This design comes from an exercise in tuning for small area and a short achievable clock period on the open sky130 flow, not from production work. Only simulation tests tie the RTL to the original design; equivalence was not proved. Power figures rest on the tool's default switching activity, not on a simulated workload.

==> design/flow/design.v <==
module scalar_mem_bank #(
  parameter int                DATA_W   = 8,
  parameter int                ADDR_W   = 8,
  parameter int                DEPTH    = 256,
  parameter int                WAIT_CYC = 1,
  parameter logic [ADDR_W-1:0] RO_BASE  = '0,
  parameter logic [ADDR_W-1:0] RO_LIMIT = ADDR_W'(8'h2F)
) (
  input  logic              clk,
  input  logic              rst,
  input  logic [ADDR_W-1:0] addr,
  input  logic              rd,
  input  logic              wrt,
  input  logic [DATA_W-1:0] wdata,
  output logic [DATA_W-1:0] rdata,
  output logic              rdy,
  output logic              err,
  output logic              busy,
  input  logic              ld_en,
  input  logic [ADDR_W-1:0] ld_addr,
  input  logic [DATA_W-1:0] ld_data
);
  if (DATA_W != 8 || ADDR_W != 8 || DEPTH != 256 || WAIT_CYC != 1 ||
      RO_BASE != 8'h00 || RO_LIMIT != 8'h2F) begin : g_bad_param
    $error("scalar_mem_bank: only the default configuration is implemented");
  end
  logic        w_q;        
  logic        r_q;        
  logic        idle_q;     
  logic        nrdn_q;     
  logic        rdn_q;      
  logic        wna_q;      
  logic        pla_q;      
  logic        pw_q;       
  logic        perr_q;     
  logic [31:0] nh_q;       
  logic [63:0] nla_q;      
  logic [15:0] hwp_q;      
  logic [15:3] hww_q;      
  logic [15:0] lo_q;       
  logic [7:0]  wd_q;
  logic [7:0]  rdata_q;
  logic        rdy_q, err_q, busy_q;
  logic [7:0]  mem_q [256];
  logic [7:0]  mem_d [256];
  logic [15:0] hwe;
  logic        we_now;
  logic [7:0]  wdg;
  logic [255:0] al;
  logic [7:0]  rd_d;
  logic        strobe, nstrobe, acc, rd1, wr1, ld1, rdq, wrq, ldq, any1, acq, nro, wna_d;
  logic [3:0]  acq_y;
  logic [3:0]  q76, h76, h54, s10, s32;
  logic [7:0]  h543;
  logic [3:0]  lo_sel, hi_sel;
  logic [63:0] nla_d;
  logic [15:0] nh_d0, nh_d1, lo_d, hwp_d;
  logic [15:3] hww_d;
  assign strobe  = rd || wrt;
  assign nstrobe = !strobe;
  smb_and2 u_acc (.a(rst), .b(idle_q), .y(acc));
  assign rd1 = rd && !wrt;
  assign wr1 = wrt && !rd;
  assign ld1 = ld_en && nstrobe;
  smb_and2 u_rdq (.a(acc), .b(rd1), .y(rdq));
  smb_and2 u_wrq (.a(acc), .b(wr1), .y(wrq));
  smb_and2 u_ldq (.a(acc), .b(ld1), .y(ldq));
  assign any1 = (rd ^ wrt) || ld1;
  smb_and2 u_acq (.a(acc), .b(any1), .y(acq));
  logic a54, ro, pw_d;
  smb_nand2 u_a54 (.a(addr[5]), .b(addr[4]), .y(a54));
  smb_and2  u_ro  (.a(q76[0]), .b(a54), .y(ro));
  smb_and2  u_pw  (.a(wrq), .b(ro), .y(pw_d));
  assign nro = !ro;
  smb_and2  u_wna (.a(wrq), .b(nro), .y(wna_d));
  assign lo_sel = strobe ? addr[3:0] : ld_addr[3:0];
  assign hi_sel = strobe ? addr[7:4] : ld_addr[7:4];
  for (genvar j = 0; j < 4; j++) begin : g_pre
    smb_dec2 #(.SEL(j)) u_q76 (.a(addr[7:6]), .y(q76[j]));
    smb_dec2 #(.SEL(j)) u_s10 (.a(lo_sel[1:0]), .y(s10[j]));
    smb_dec2 #(.SEL(j)) u_s32 (.a(lo_sel[3:2]), .y(s32[j]));
    smb_dec2 #(.SEL(j)) u_h76 (.a(hi_sel[3:2]), .y(h76[j]));
    smb_dec2 #(.SEL(j)) u_h54 (.a(hi_sel[1:0]), .y(h54[j]));
    smb_and2 u_ay (.a(acq), .b(h76[j]), .y(acq_y[j]));
  end
  for (genvar j = 0; j < 8; j++) begin : g_h543
    smb_dec3 #(.SEL(j)) u (.a({hi_sel[1:0], lo_sel[3]}), .y(h543[j]));
  end
  for (genvar i = 0; i < 16; i++) begin : g_dec
    for (genvar y = 0; y < 4; y++) begin : g_nla
      smb_nand3 u_nla (.a(acq_y[y]), .b(s10[i%4]), .c(s32[i/4]), .y(nla_d[16*y+i]));
    end
    smb_nand2 u_nh0  (.a(h76[i/4]), .b(h543[2*(i%4)]),   .y(nh_d0[i]));
    smb_nand2 u_nh1  (.a(h76[i/4]), .b(h543[2*(i%4)+1]), .y(nh_d1[i]));
    smb_and2  u_lo   (.a(s10[i%4]), .b(s32[i/4]), .y(lo_d[i]));
    smb_and3 u_hwp (.a(ldq), .b(h76[i/4]), .c(h54[i%4]), .y(hwp_d[i]));
    if (i >= 3) begin : g_hww
      smb_and3 u_hww (.a(wrq), .b(h76[i/4]), .c(h54[i%4]), .y(hww_d[i]));
    end
  end
  always_ff @(posedge clk) begin
    w_q    <= rdq || wrq;
    r_q    <= rst && w_q;
    idle_q <= !(rst && (w_q || (idle_q && (rd ^ wrt))));
    busy_q <= rst && !idle_q;
    rdy_q  <= rst && r_q;
    nrdn_q <= !rdq;
    rdn_q  <= rdq;
    wna_q  <= wna_d;
    pla_q  <= ldq;
    pw_q   <= pw_d;
    perr_q <= rst && pw_q;
    err_q  <= rst && ((idle_q && rd && wrt) || (ld_en && !(idle_q && nstrobe)) || perr_q);
    wd_q   <= strobe ? wdata : ld_data;
    for (int i = 0; i < 16; i++) begin
      nh_q[i]     <= nh_d0[i];
      nh_q[16+i]  <= nh_d1[i];
      lo_q[i]     <= lo_d[i];
      hwp_q[i]    <= hwp_d[i];
    end
    nla_q   <= nla_d;
    hww_q   <= hww_d;
    rdata_q <= rd_d;
  end
  for (genvar g = 0; g < 16; g++) begin : g_hwe
    if (g >= 3) begin : g_rw
      smb_a21o  u_hwe  (.a1(hww_q[g]), .a2(rst), .b1(hwp_q[g]), .x(hwe[g]));
    end else begin : g_ro
      assign hwe[g]  = hwp_q[g];
    end
  end
  smb_a21o u_wen (.a1(wna_q), .a2(rst), .b1(pla_q), .x(we_now));
  for (genvar b = 0; b < 8; b++) begin : g_wdg
    smb_and2 u_wdg (.a(wd_q[b]), .b(we_now), .y(wdg[b]));
  end
  for (genvar w = 0; w < 256; w++) begin : g_word
    logic hl;
    smb_lines u_lines (.nh(nh_q[16*((w/8)%2)+w/16]), .nla(nla_q[16*(w/64)+w%16]),
                       .hw(hwe[w/16]), .lo(lo_q[w%16]), .al(al[w]), .hl(hl));
    smb_cell8 u_cell (.q(mem_q[w]), .wd(wdg), .load(al[w]), .hold(hl), .d(mem_d[w]));
    always_ff @(posedge clk) mem_q[w] <= mem_d[w];
  end
  logic nrst;
  assign nrst = !rst;
  for (genvar b = 0; b < 8; b++) begin : g_rd
    logic [31:0] l2;
    logic [15:0] l3;
    logic [3:0]  l4;
    logic [1:0]  l5;
    logic        nhold;
    for (genvar k = 0; k < 32; k++) begin : g_l2
      logic [7:0] q8;
      for (genvar j = 0; j < 8; j++) begin : g_q
        assign q8[j] = mem_q[8*k+j][b];
      end
      smb_rd8 u (.rl(al[8*k+7:8*k]), .q(q8), .y(l2[k]));
    end
    for (genvar k = 0; k < 16; k++) begin : g_l3
      smb_nor2 u (.a(l2[2*k]), .b(l2[2*k+1]), .y(l3[k]));
    end
    for (genvar k = 0; k < 4; k++) begin : g_l4
      smb_nand4 u (.a(l3[4*k]), .b(l3[4*k+1]), .c(l3[4*k+2]), .d(l3[4*k+3]), .y(l4[k]));
    end
    smb_o21ai u_l5a (.a1(l4[0]), .a2(l4[1]), .b1(rdn_q), .y(l5[0]));
    smb_o21ai u_l5b (.a1(l4[2]), .a2(l4[3]), .b1(rdn_q), .y(l5[1]));
    smb_nand2 u_hold (.a(nrdn_q), .b(rdata_q[b]), .y(nhold));
    smb_a31oi u_l6 (.a1(l5[0]), .a2(l5[1]), .a3(nhold), .b1(nrst), .y(rd_d[b]));
  end
  assign rdata = rdata_q;
  assign rdy   = rdy_q;
  assign err   = err_q;
  assign busy  = busy_q;
endmodule
module smb_lines (
  input  logic nh, nla, hw, lo,
  output logic al, hl
);
  assign al = !(nh || nla);
  assign hl = !(hw && lo);
endmodule
module smb_cell8 (
  input  logic [7:0] q,
  input  logic [7:0] wd,
  input  logic       load,
  input  logic       hold,
  output logic [7:0] d
);
  assign d = (q & {8{hold}}) | (wd & {8{load}});
endmodule
module smb_rd8 (input logic [7:0] rl, input logic [7:0] q, output logic y);
  logic [3:0] z;
  assign z = ~((rl[7:4] & q[7:4]) | (rl[3:0] & q[3:0]));
  assign y = ~&z;
endmodule
module smb_and2 (input logic a, b, output logic y);
  assign y = a && b;
endmodule
module smb_and3 (input logic a, b, c, output logic y);
  assign y = a && b && c;
endmodule
module smb_a21o (input logic a1, a2, b1, output logic x);
  assign x = (a1 && a2) || b1;
endmodule
module smb_o21ai (input logic a1, a2, b1, output logic y);
  assign y = !((a1 || a2) && b1);
endmodule
module smb_nand3 (input logic a, b, c, output logic y);
  assign y = !(a && b && c);
endmodule
module smb_dec2 #(parameter int SEL = 0) (input logic [1:0] a, output logic y);
  assign y = (a == 2'(SEL));
endmodule
module smb_dec3 #(parameter int SEL = 0) (input logic [2:0] a, output logic y);
  assign y = (a == 3'(SEL));
endmodule
module smb_nand4 (input logic a, b, c, d, output logic y);
  assign y = !(a && b && c && d);
endmodule
module smb_nand2 (input logic a, b, output logic y);
  assign y = !(a && b);
endmodule
module smb_nor2 (input logic a, b, output logic y);
  assign y = !(a || b);
endmodule
module smb_a31oi (input logic a1, a2, a3, b1, output logic y);
  assign y = !((a1 && a2 && a3) || b1);
endmodule
==> design/flow/flow/run.sh <==
#!/bin/bash
set -euo pipefail
export BUFFER_PORTS_ARGS="-buffer_cell sky130_fd_sc_hd__buf_4"
export CTS_ARGS="-sink_clustering_enable -repair_clock_nets -sink_clustering_size 30 -sink_clustering_max_diameter 60 -dont_use_dummy_load"
bash standard.sh > standard_make.log 2>&1
==> design/flow/standard.sh <==
#!/bin/bash
# synth_recipe.tcl (not shown) runs the flow's synth.tcl, then flattens the netlist and writes it again
# the make line also repeats each setting of config.mk as NAME=value (left out here)
make -C /OpenROAD-flow-scripts/flow DESIGN_CONFIG=/design/flow/config.mk WORK_HOME=/design/flow/orfs CLKGATE_MAP_FILE= SYNTH_SCRIPT=/design/flow/synth_recipe.tcl "${@:-finish}"
==> design/flow/config.mk <==
export PLATFORM = sky130hd
export DESIGN_NAME = scalar_mem_bank
export DESIGN_NICKNAME = scalar_mem_bank
export VERILOG_FILES = /design/flow/design.v
export SDC_FILE = /design/flow/constraint.sdc
export NUM_CORES = 4
export LEC_CHECK = 0
export CAP_MARGIN = 20
export CORE_MARGIN = 2
export CORE_UTILIZATION = 50
export CTS_CLUSTER_DIAMETER = 60
export CTS_CLUSTER_SIZE = 30
export PLACE_DENSITY = 0.7
export SETUP_SLACK_MARGIN = 2.7
export SLEW_MARGIN = 20
export SYNTH_HIERARCHICAL = 1
==> design/flow/constraint.sdc <==
create_clock -name core_clock -period 5.0 [get_ports {clk}]
set_input_delay 1.0000 -clock core_clock [delete_from_list [all_inputs] [get_ports {clk}]]
set_output_delay 1.0000 -clock core_clock [all_outputs]
set_load 0.01 [all_outputs]
==> metrics.md, run 1 <==
| Metric | Value |
|---|---|
| Status | no timing/DRC/antenna violations |
| Initial antenna violation count | 15 |
| Drc violations | 0 |
| Largest family of logic cells by synthesized area | compound AO/OA/AOI/OAI gates |
| DRT Pass-1 Iters | 8 |
| Gate Count Post-Synth | 7000 |
| Post-synthesis net count | 7040 |
| Area Overhead vs Synth | 3.911% |
| Final worst path period share | 0.4841 |
| Most common cell in the synthesized netlist | dfxtp_1 |
| Die W | 408.2 um |
| Warnings, synthesis | 10 |
| CP startpoint kind | flop |
| Worst vdd ir | 0.3731 mV |
| Asr flop ratio synth | 0 |
| WL/cell | 27.09 um |
| Via/cell ratio | 6.832 |
| CTS Hold Bufs | 0 |
| Layout cells sized above 1 | 0.1124 |
| CTS tree | yes |
| Post-synthesis register bit count | 2217 |
| Antenna-violating nets left | 0 |
| Clock buffer depth | 3 |
| FMAX | 413.1 MHz |
| H-tree levels | 4 |
| Power Density | 338.3 nW/um^2 |
| Gpl congestion | 0.9351 |
| Layout Utilization | 0.5222 |
| GRT Util Overall | 0.2742 |
| PortBufs | 47 |
| Fin. max-slew vios | 0 |
| WP data required | 5.63 ns |
| Clock share of power | 0.364 |
| Mux cell area share after synthesis | 0.002619 |
| Min-delay worst type | flop to flop |
| Row count | 148 |
| Synth Flop Type | dfxtp_1 |
| Clock Latency Late Sink | 0.81 ns |
| Die height | 408.2 um |
| Worst r2r src | nh_q[28]$_DFF_P_ |
| EDFF count, synth | 0 |
| Combinational Power Share | 0.017 |
| Initial core utilization | 0.5025 |
| Post-synthesis cell type count | 27 |
| # fillers | 14210 |
| RSZ-0062 raised after global routing | yes |
| Sw Share | 0.2144 |
| Worst path arrival time | 3.05 ns |
| Leading post-synthesis cells by cell area | dfxtp_1 54%, a22o_1 22%, a22oi_1 9.4% |
| Clock root cell | clkbuf_16 |
| NetSw | 6157 uW |
| DRT iter0 DRCs | 7550 |
| R2R Setup Slk | 2.58 ns |
| Post-Syn Area | 81710 um^2 |
| Max_slew headroom | 0.1666 |
| Hold WS | 0.4392 ns |
| Die area | 166700 um^2 |
| Core ar. | 162600 um^2 |
| Critical R2R Capture | rdata_q[7]$_DFF_P_ |
| First-pass GRT wire length | 357.9 mm |
| Post-DP HPWL | 151.9 mm |
| Internal power | 22560 uW |
| Num CTS Buffers | 135 |
| Num ports | 48 |
| Wirelength, routed | 242.0 mm |
| Worst Setup Path Type | flop to flop |
| Post-synth top area share | 0.5432 |
| Final cell count without fillers | 8933 |
| Hold path start | r_q$_DFF_P_ |
| Top cells by count, synth | 2217 x dfxtp_1, 2048 x a22o_1, 1024 x a22oi_1 |
| Worst slew pin tran | 1.250 ns |
| Vias in the first global route | 56010 |
| Total negative slack | 0 ns |
| Clock skew | 0.08641 ns |
| GRT Residual Overflow | 0 |
| CP max FO | 16 |
| Worst Hold Depth | 1 |
| Final net count | 6796 |
| Post-Synth XOR/XNOR Area | 0 |
| Area leader, netlist | dfxtp_1 |
| Sequential element share of the synthesized area | 0.5432 |
| Final worst path period need | 2.421 ns |
| Syn Area/Cell | 11.67 um^2 |
| Complex-gate fraction of the synthesized area | 0.3169 |
| Min-Delay Endpoint | rdy_q$_DFF_P_ |
| Via count | 61030 |
| Largest net degree at the start of global routing | 90 |
| Clock sinks | 2217 |
| Worst-path clk slew | 0.08 ns |
| Cells on worst reg2reg path | 8 |
| Max Cap Viol | 0 |
| Adder-cell share of the synthesized area | 0.0004594 |
| Setup violators final | 0 |
| Post-Place Cells | 8766 |
| Sequential share of power | 0.620 |
| Fin. Hold Viols | 0 |
| CP Capture Type | flop |
| Leak | 0.02994 uW |
| Simple-gate portion of the synthesized area | 0.06566 |
==> critical path: stages (launching register included) <==
cell and delay, ns:
dfxtp_4 0.46, buf_12 0.13, nor2_2 0.11, a22oi_1 0.27, nand4_1 0.18, nor2_1 0.23
nand4_1 0.32, o21ai_4 0.39, a31oi_1 0.13
==> power by group through the flow <==
stage | logic (uW) | registers, uW | clock network, uW
global route | 501 | 17800 | 11200
global placement | 446 | 18200 | 0
detailed placement | 454 | 18200 | 0
CTS | 459 | 17800 | 10600
floorplan | 227 | 18100 | 0
finish | 485 | 17800 | 10400
==> per-layer routing <==
| layer | wire length (um) | share of wire | GRT usage | vias to the layer above |
|---|---|---|---|---|
| li1 | - | - | - | 27120 |
| met1 | 104500 | 0.43 | 0.3938 | 30590 |
| met2 | 104000 | 0.43 | 0.4012 | 2869 |
| met3 | 24240 | 0.10 | 0.05876 | 439 |
| met4 | 9213 | 0.038 | 0.1055 | 12 |
| met5 | 73 | 0.00030 | 0 | - |
==> per-stage QoR <==
stage | total power, uW | instance area (um^2) | worst slack (ns)
5_1_grt | 29490 | 84890 | 2.587
3_5_place_dp | 18670 | 79760 | 1.429
2_1_floorplan | 18350 | 81740 | 2.181
4_1_cts | 28830 | 83920 | 2.579
6_report | 28720 | 84900 | 2.579
3_3_place_gp | 18660 | 79750 | 1.495
==> flip-flops by register name, indices dropped and copies added, names as in the netlist, 8 cells and up <==
register / count
mem_q: 2048
nla_q: 64
nh_q: 32
hwp_q: 16
lo_q: 16
hww_q: 13
rdata_q: 8
wd_q: 8
==> how the worst max path moves through the flow <==
stage | startpoint | to | slack, ns | depth (start not counted)
final | nh_q[28]$_DFF_P_ | rdata_q[7]$_DFF_P_ | 2.58 | 8
after global routing | nh_q[28]$_DFF_P_ | rdata_q[7]$_DFF_P_ | 2.59 | 8
after CTS | nh_q[14]$_DFF_P_ | rdata_q[7]$_DFF_P_ | 2.58 | 7
after detailed placement | rd | nla_q[51]$_DFF_P_ | 1.43 | 7
after global placement | rd | nla_q[63]$_DFF_P_ | 1.49 | 7
after floorplan | rst | mem_q[0][0]$_DFF_P_ | 2.18 | 3
==> per-module statistics from Yosys, one instance, submodules excluded, a selection <==
| module | flops+latches | cells | area, um^2 |
|---|---|---|---|
| smb_nand3 | 0 | 1 | 5.005 |
| smb_a21o | 0 | 1 | 7.507 |
| smb_and3 | 0 | 1 | 6.256 |
| smb_cell8 | 0 | 10 | 92.59 |
| smb_nand4 | 0 | 1 | 6.256 |
| smb_rd8 | 0 | 5 | 36.28 |
==> layout make-up <==
class / instances / area (um^2) / share of cell area
multi-input combinational: 4268 / 32690 / 0.3850
antenna: 4 / 10.01 / 0.0001179
inverter: 5 / 18.77 / 0.0002211
sequential: 2217 / 44710 / 0.5266
clock buffer: 135 / 3378 / 0.03979
tap: 2175 / 2721 / 0.03205
timing repair buffer: 129 / 1374 / 0.01618
==> logic make-up (layout without fill, tap and decap cells) <==
family / Yosys count / count (layout)
AO/OA/AOI/OAI: 3114 / 3114
flip-flops: 2217 / 2217
AND/OR/NAND/NOR: 1131 / 1135
buffers and inverters: 519 / 269
multiplexers: 16 / 16
adder cells (fa/ha/maj): 3 / 3
other: 0 / 4
==> cell usage in the layout, fill, tap and decap left out, drive strengths merged, types with 2 or more instances in the layout <==
cell type / count
and3: 30
nand4: 288
a31oi: 9
nand2: 298
mux2: 16
and2: 47
and3b: 3
nand3: 64
a22o: 2048
buf: 129
a22oi: 1024
or2: 2
ha: 3
a21o: 15
nor2b: 8
dfxtp: 2217
o21ai: 16
nor2: 391
inv: 5
nor3b: 3
diode: 4
clkbuf: 135
==> what timing repair did <==
action                                  4_1_cts  5_1_grt
endpoints found under the setup margin      103      233
pin swaps                                    15       63
gates cloned                                  0        4
buffers inserted                              0       21
resized for setup                           328      216
==> inputs of run 2 (changes only) <==
--- a/design/flow/config.mk
+++ b/design/flow/config.mk
@@ -10,7 +10,6 @@
 export CORE_UTILIZATION = 50
 export CTS_CLUSTER_DIAMETER = 60
 export CTS_CLUSTER_SIZE = 30
-export PLACE_DENSITY = 0.7
 export SETUP_SLACK_MARGIN = 2.7
 export SLEW_MARGIN = 20
 export SYNTH_HIERARCHICAL = 1
==> run 2 against run 1 <==
Against the previous run:
- register-to-register slack is essentially flat
- clock skew fell by 0.016 ns
- critical path type unchanged
- power grew 1.0%
- sequential power is essentially flat
- global-route usage rose by 1.1 points
- highest routed layer is now met4
==> metrics.md, run 2 <==
| Metric | Value |
|---|---|
| Worst slew pin tran | 1.308 ns (+0.05759 ns) |
| Pre-CTS WS | 1.700 ns (+0.2710 ns) |
| Fin. Hold Viols | 0 (unchanged) |
| R2R Setup Slk | 2.59 ns (about the same) |
| Asr flop ratio synth | 0 (unchanged) |
| Clock skew | 0.07005 ns (-0.01635 ns) |
| Via count | 60900 (-0.21%) |
| Largest registers | mem_q: 2048 flops, nla_q: 64 flops, nh_q: 32 flops |
| Post-synthesis net count | 7040 (unchanged) |
| Power Density | 333.9 nW/um^2 (-1.3%) |
| CP cell instances | buf_12, nor2_4, buf_12, a22oi_2, nand4_1, nor2_4, nand4_1, o21ai_2, a31oi_1 |
| Max_slew headroom | 0.1282 (-0.03840) |
| Worst Setup Path Type | flop to flop |
| Top cells by count, synth | 2217 x dfxtp_1, 2048 x a22o_1, 1024 x a22oi_1 |
| # fillers | 14240 (+0.23%) |
| Core ar. | 162600 um^2 (unchanged) |
| Num ports | 48 (unchanged) |
| Slowest-stage cell, CP | o21ai_2 |
| Die W | 408.2 um (unchanged) |
| Synth Flop Type | dfxtp_1 |
| Vias in the first global route | 56450 (+0.78%) |
| DRT Pass-1 Iters | 6 (-2) |
| Max reg flops | 2048 (unchanged) |
| Worst Hold Depth | 1 (unchanged) |
| Area leader, netlist | dfxtp_1 |
| Area Overhead vs Synth | 6.369% |
| WP data required | 5.63 ns (about the same) |
| Fin. max-slew vios | 0 (unchanged) |
| Min-Delay Endpoint | perr_q$_DFF_P_ |
| Sequential element share of the synthesized area | 0.5432 (unchanged) |
| Slowest stage delay, CP | 0.40 ns (-0.06 ns) |
| Clock buffer depth | 3 (unchanged) |
| Post-synth top area share | 0.5432 (unchanged) |
| Critical R2R Capture | rdata_q[3]$_DFF_P_ |
| Die height | 408.2 um (unchanged) |
| Clock sinks | 2217 (unchanged) |
| Worst setup margin | 2.586 ns (+0.006710 ns) |
| Antenna-violating nets left | 0 (unchanged) |
| Worst path arrival time | 3.04 ns (about the same) |
| Via/cell ratio | 6.723 (-1.6%) |
| Post-Syn Area | 81710 um^2 (unchanged) |
| Final net count | 6926 (+1.9%) |
| Syn Area/Cell | 11.67 um^2 (unchanged) |
| EDFF count, synth | 0 (unchanged) |
| Cells on worst reg2reg path | 9 (+1) |
| Warnings, synthesis | 10 (unchanged) |
| Final worst path period share | 0.4828 (-0.001342) |
| Worst-path clk slew | 0.10 ns (+0.02 ns) |
| Worst r2r src | nh_q[22]$_DFF_P_ |
| CP max FO | 7 (-9) |
| Gpl congestion | 0.8785 (-6.1%) |
| GRT Util Overall | 0.2849 (+0.01074) |
| Largest net degree at the start of global routing | 100 (+11%) |
| Leak | 0.03079 uW (+2.8%) |
| Clock Latency Late Sink | 0.82 ns (about the same) |
| Delay-heaviest family, CP | simple AND/OR/NAND/NOR gates |
| Post-DP HPWL | 159.0 mm (+4.7%) |
| Initial core utilization | 0.5025 (unchanged) |
| Gate Count Post-Synth | 7000 (unchanged) |
| CP Capture Type | flop |
| WL/cell | 27.78 um (+2.6%) |
| Hold path start | pw_q$_DFF_P_ |
| Num CTS Buffers | 139 (+3.0%) |
| Most common cell in the synthesized netlist | dfxtp_1 |
| Commonest non-fill, non-tap cell in the layout | dfxtp_1 |
| RSZ-0062 raised after global routing | yes |
| FMAX | 414.2 MHz (+0.28%) |
| Post-synthesis register bit count | 2217 (unchanged) |
| Reg with most FFs | mem_q |
| CTS tree | yes |
| Leading post-synthesis cells by cell area | dfxtp_1 54%, a22o_1 22%, a22oi_1 9.4% |
| Post-synthesis cell type count | 27 (unchanged) |
| Layout cells sized above 1 | 0.1390 (+0.02664) |
| # diodes | 0 (-4) |
| CP startpoint kind | flop |
| H-tree levels | 4 (unchanged) |
| Tot Pwr | 29020 uW (+1.0%) |
| Min-delay worst type | flop to flop |
| Drc violations | 0 (unchanged) |
| Total negative slack | 0 ns (unchanged) |
| Clock root cell | clkbuf_16 |
| Status | no timing/DRC/antenna violations |
| DRT iter0 DRCs | 6558 (-13%) |
| Row count | 148 (unchanged) |
| GRT Residual Overflow | 0 (unchanged) |
| Final worst path period need | 2.414 ns (-0.006710 ns) |
| Commonest cells after routing, fill and taps aside | 2095 x dfxtp_1, 2048 x a22o_1, 934 x a22oi_1 |
| Worst vdd ir | 0.3734 mV (about the same) |
| First-pass GRT wire length | 369.8 mm (+3.3%) |
| Setup violators final | 0 (unchanged) |
| Wirelength, routed | 251.7 mm (+4.0%) |
| Buf+Inv Stages, Crit Path | 2 (+1) |
| PortBufs | 47 (unchanged) |
| Initial antenna violation count | 7 (-8) |
| Die area | 166700 um^2 (unchanged) |
| Max Cap Viol | 0 (unchanged) |
-- run 2: cell types whose count changed in the layout (fill, tap and decap cells not counted), moves of 11 or more --
cell	before	now
nor2_4	23	106
buf_4	87	164
dfxtp_4	72	98
buf_12	29	40
a22oi_1	983	934
dfxtp_2	46	24
a22oi_2	41	90
nor2_2	255	186
buf_6	12	34
-- run 2: worst max path at each step --
stage / cells past startpoint / slack [ns] / end / from
6_report: 9 / 2.59 / rdata_q[3]$_DFF_P_ / nh_q[22]$_DFF_P_
5_1_grt: 1 / 2.57 / rdata[2] / rdata_q[2]$_DFF_P_
4_1_cts: 1 / 2.58 / rdata[2] / rdata_q[2]$_DFF_P_
3_5_place_dp: 7 / 1.70 / nla_q[44]$_DFF_P_ / rd
3_3_place_gp: 7 / 1.70 / nla_q[56]$_DFF_P_ / rd
2_1_floorplan: 3 / 2.18 / mem_q[0][0]$_DFF_P_ / rst
-- run 2: cells by family after synthesis --
family	count (synthesis)	share of synthesized area
mux	16	0.002619
buf+inv	519	0.07118
compound gates	3114	0.3169
fa+ha+maj	3	0.0004594
flops	2217	0.5432
simple gates	1131	0.06566
-- run 2: Yosys stat by module, one instance, submodules excluded, a selection --
module           cells  flip-flops and latches  copies in the design
smb_a31oi            1                       0                     8
smb_rd8              5                       0                   256
smb_nor2             1                       0                   128
smb_nand3            1                       0                    64
smb_and3             1                       0                    29
smb_nand4            1                       0                    32
smb_lines            2                       0                   256
smb_a21o             1                       0                    14
smb_nand2            1                       0                    41
smb_and2             1                       0                    36
scalar_mem_bank   2255                    2217                     1
smb_o21ai            1                       0                    16
smb_cell8           10                       0                   256
-- run 2: cell type report --
type	instances	area, um^2	share of cell area
inverter	5	18.77	0.0002159
tap	2175	2721	0.03131
clock buffer	139	3478	0.04002
timing repair buffer	250	2487	0.02862
sequential	2217	44780	0.5152
multi-input combinational	4273	33420	0.3846
-- run 2: repair_timing --
action / CTS / global route
buffers inserted: 35 / 86
gates cloned: 2 / 12
pin swaps: 77 / 111
hold buffers: 0 / 0
hold endpoints to repair: 0 / 0
gates resized for setup: 556 / 196
setup endpoints to repair: 89 / 108
-- run 2: worst reg2reg max path: cells and delay by family (launching register included) --
family | cells | cell delay [ns]
and+or+nand+nor | 4 | 0.86
AOI/OAI and AO/OA | 3 | 0.72
DFF | 1 | 0.38
buffers and inverters | 2 | 0.29
-- run 2: through the flow --
step,instance area (um^2),hold slack (ns),utilization,cells
6_report,86910,0.4349,0.5346,9059
5_1_grt,86910,0.4177,0.5346,9059
4_1_cts,85180,0.3941,0.5239,8960
3_5_place_dp,79870,0.4307,0.4913,8784
3_3_place_gp,79870,0.4306,0.4912,8783
2_1_floorplan,81740,0.4118,-,7000
-- run 2: per-layer routing --
| metal | global-route usage | vias up | share of wire |
|---|---|---|---|
| met5 | 0 | - | 0 |
| met4 | 0.09473 | 0 | 0.034 |
| met3 | 0.04612 | 387 | 0.073 |
| met2 | 0.4262 | 2358 | 0.44 |
| met1 | 0.4167 | 30760 | 0.46 |
| li1 | - | 27400 | - |
-- run 2: power breakdown --
part           internal (uW)  switching (uW)
sequential             17600             128
clock                   4940            5770
combinational            136             413

-- static timing again, ports no longer ideal --
The results above use ideal ports. As a check the final layouts listed here were re-extracted and re-timed, cells and wires unchanged.
Step 1 (the two cells are an assumption about what drives the block):
set clk [get_ports {clk}]
set_driving_cell -lib_cell sky130_fd_sc_hd__clkbuf_16 $clk
set_driving_cell -lib_cell sky130_fd_sc_hd__buf_2 [delete_from_list [all_inputs] $clk]
Step 2 moves the port delays by t, midway between the first and last clock arrival at a register: inputs arrive t later, outputs are due t later. That takes back most of the time a late clock gives input paths.
a / b / c = no drivers / after step 1 / after step 2; a / b = the first two.
run | t, ns | setup WS [ns] | slew at the worst register clock pin (ns) | worst slew at a driven data input, ns
run 1 | 0.854 | 2.579 / 2.520 / 1.666 | 0.10 / 0.10 | 0.24
run 2 | 0.866 | 2.586 / 2.533 / 1.784 | 0.10 / 0.10 | 0.04
After both steps setup and hold are still met in every run listed. For run 1, which loses most, drivers alone change the setup slack by -0.059 ns; drivers and shift together by -0.913 ns.
